What follows belongs to an exercise in optimizing a design on an open flow for small area, a short achievable clock period and few clock cycles per item; a production flow would make more cautious choices. In this exercise RTL edits were held to simulation tests only and were not proved equivalent to the original.

Setup of v5:
// matvec3
module matvec3
(
    input  logic               clk,
    input  logic               reset,
    input  logic               input_valid,
    output logic               input_ready,
    input  logic signed [13:0] input_data,
    output logic               output_valid,
    input  logic               output_ready,
    output logic signed [27:0] output_data
);
    logic [3:0]         ph;        
    logic signed [13:0] ring [12];
    logic signed [13:0] ring0_d;
    logic signed [13:0] x_n;       
    logic [6:0]         one_q;     
    logic [6:0]         two_q;
    logic [6:0]         neg_q;
    logic [3:0]         wc;
    logic               active;    
    logic [3:0]         pi;        
    logic [1:0]         pc;        
    logic [1:0]         xl;        
    logic               fire_d;
    logic               first_d;
    logic               last_d;
    logic [27:0]        s_q;
    logic [27:0]        c_q;
    logic [27:0]        e_q;
    logic [27:0]        acc;
    logic [27:0]        s_d;
    logic [27:0]        c_d;
    logic [27:0]        e_d;
    logic [3:0]         pi_ph;     
    logic [3:0]         ph_n;
    logic [3:0]         wc_n;
    logic               active_n;
    logic [3:0]         pi_n;
    logic [1:0]         pc_n;
    logic [1:0]         xl_n;
    logic               ready_n;
    logic accept;
    logic fire;
    logic cancel;
    logic retire;
    function automatic logic slot_free(input logic [3:0] w, input logic act,
  ...
For scale: about 1500 cells after synthesis, about 290 flip-flops, roughly 48 I/O pins, about 14000 µm² of cells after synthesis.
clock: 7.0 ns
lec_check: 0
abc_area: 1
cap_margin: 20
core_margin: 2
core_utilization: 40
cts_buf_list: sky130_fd_sc_hd__clkbuf_8
cts_cluster_size: 40
setup_slack_margin: 4.3
slew_margin: 20
standard.sh (not shown) runs the stock make flow with config.mk's settings and CLKGATE_MAP_FILE= SYNTH_SCRIPT=/design/flow/synth_recipe.tcl, a recipe that flattens the netlist after the stock synthesis.
==> flow/flow/run.sh <==
#!/bin/bash
# The standard layout (standard.sh) with two changes:
# - clock tree synthesis adds no dummy loads to balance the tree;
# - the port buffers are buf_1 cells.
set -o pipefail
export CTS_ARGS="-sink_clustering_enable -repair_clock_nets -sink_clustering_size 40 -buf_list sky130_fd_sc_hd__clkbuf_8 -dont_use_dummy_load"
export BUFFER_PORTS_ARGS="-buffer_cell sky130_fd_sc_hd__buf_1"
bash standard.sh > standard.log 2>&1
Testbench counts of v5, summed over its fixed seeds: cycles 4,680, items 1,152.
Modified inputs, v43 compared to v5
Settings: a change of SETUP_SLACK_MARGIN from 4.3 to 4.1; a change of CTS_BUF_LIST from sky130_fd_sc_hd__clkbuf_8 to sky130_fd_sc_hd__clkbuf_4.
==> flow/flow/run.sh <==
#!/bin/bash
# The standard layout (standard.sh) with two changes:
# - clock tree synthesis adds no dummy loads to balance the tree;
# - the port buffers are buf_1 cells.
set -o pipefail
export CTS_ARGS="-sink_clustering_enable -repair_clock_nets -sink_clustering_size 40 -buf_list sky130_fd_sc_hd__clkbuf_4 -dont_use_dummy_load"
export BUFFER_PORTS_ARGS="-buffer_cell sky130_fd_sc_hd__buf_1"
bash standard.sh > standard.log 2>&1
==> results.txt <==
Comparing v43 and v5, the higher count of cells along the worst register-to-register path is on v43. Diff v5..v43 | fraction of area in clock buffers and inverters | negligible. Higher maximum frequency among v43 and v5: v5. v5 ended up with s_q[14] as its critical path startpoint; v43 ended up with first_d. v43 ends up with a final worst-path cycle share that is 0.61 points higher than in v5. Note that the final routed wirelength across all metal layers recorded for v43 amounts to 0.938 times the value seen in v5. | first-iteration DRC count | v43 vs v5 | 42 lower |.
--- input diff v43..v41 ---
==> flow/run.sh (new file) <==
#!/bin/bash
# synth_recipe.tcl (not shown) runs the flow's synth.tcl, then flattens the netlist and writes it again
# the make line also repeats each setting of config.mk as NAME=value (left out here)
make -C /OpenROAD-flow-scripts/flow DESIGN_CONFIG=/design/flow/config.mk WORK_HOME=/design/flow/orfs CLKGATE_MAP_FILE= SYNTH_SCRIPT=/design/flow/synth_recipe.tcl finish
removed: flow/flow/run.sh
removed: flow/standard.sh
Results
[compare] base=v43 new=v41: number of iterations in the first detailed-routing pass higher.
Utilization v43 -> v41: up
v43 vs v41, type of the setup path with the least slack: reg -> reg vs in -> reg
Final cycle utilization of the critical path was lower in the run labelled v43.

==> afterwards: timing with drivers on the ports <==
No port has a modelled driver above. Below, the same layouts with a new extraction and two added sets of constraints. Step 1: set_driving_cell puts a clkbuf_16 on clk and a buf_2 on each other input, an assumption about the parent block. Step 2 adds t to the input delays and takes it off the output delays; t is the mean of the earliest and latest rising clock arrival at the registers after step 1. Input paths then give back, and output paths get back, about the clock's delay inside the block. Slacks: no drivers / after step 1 / after step 2; pairs: no drivers / after step 1.
| run | t, ns | setup slack, ns | worst setup path after step 2 | worst data-port slew with drivers (ns) |
|---|---|---|---|---|
| v5 | 0.597 | 4.224 / 4.224 / 3.778 | input to register | 0.06 |
| v43 | 0.700 | 4.181 / 4.181 / 3.693 | input to register | 0.06 |
| v41 | 0.728 | 3.915 / 3.939 / 3.211 | input to register | 0.06 |
After both steps every run listed still meets setup and hold. For v41, which loses most, drivers alone change the setup slack by +0.024 ns; drivers and shift together by -0.704 ns.
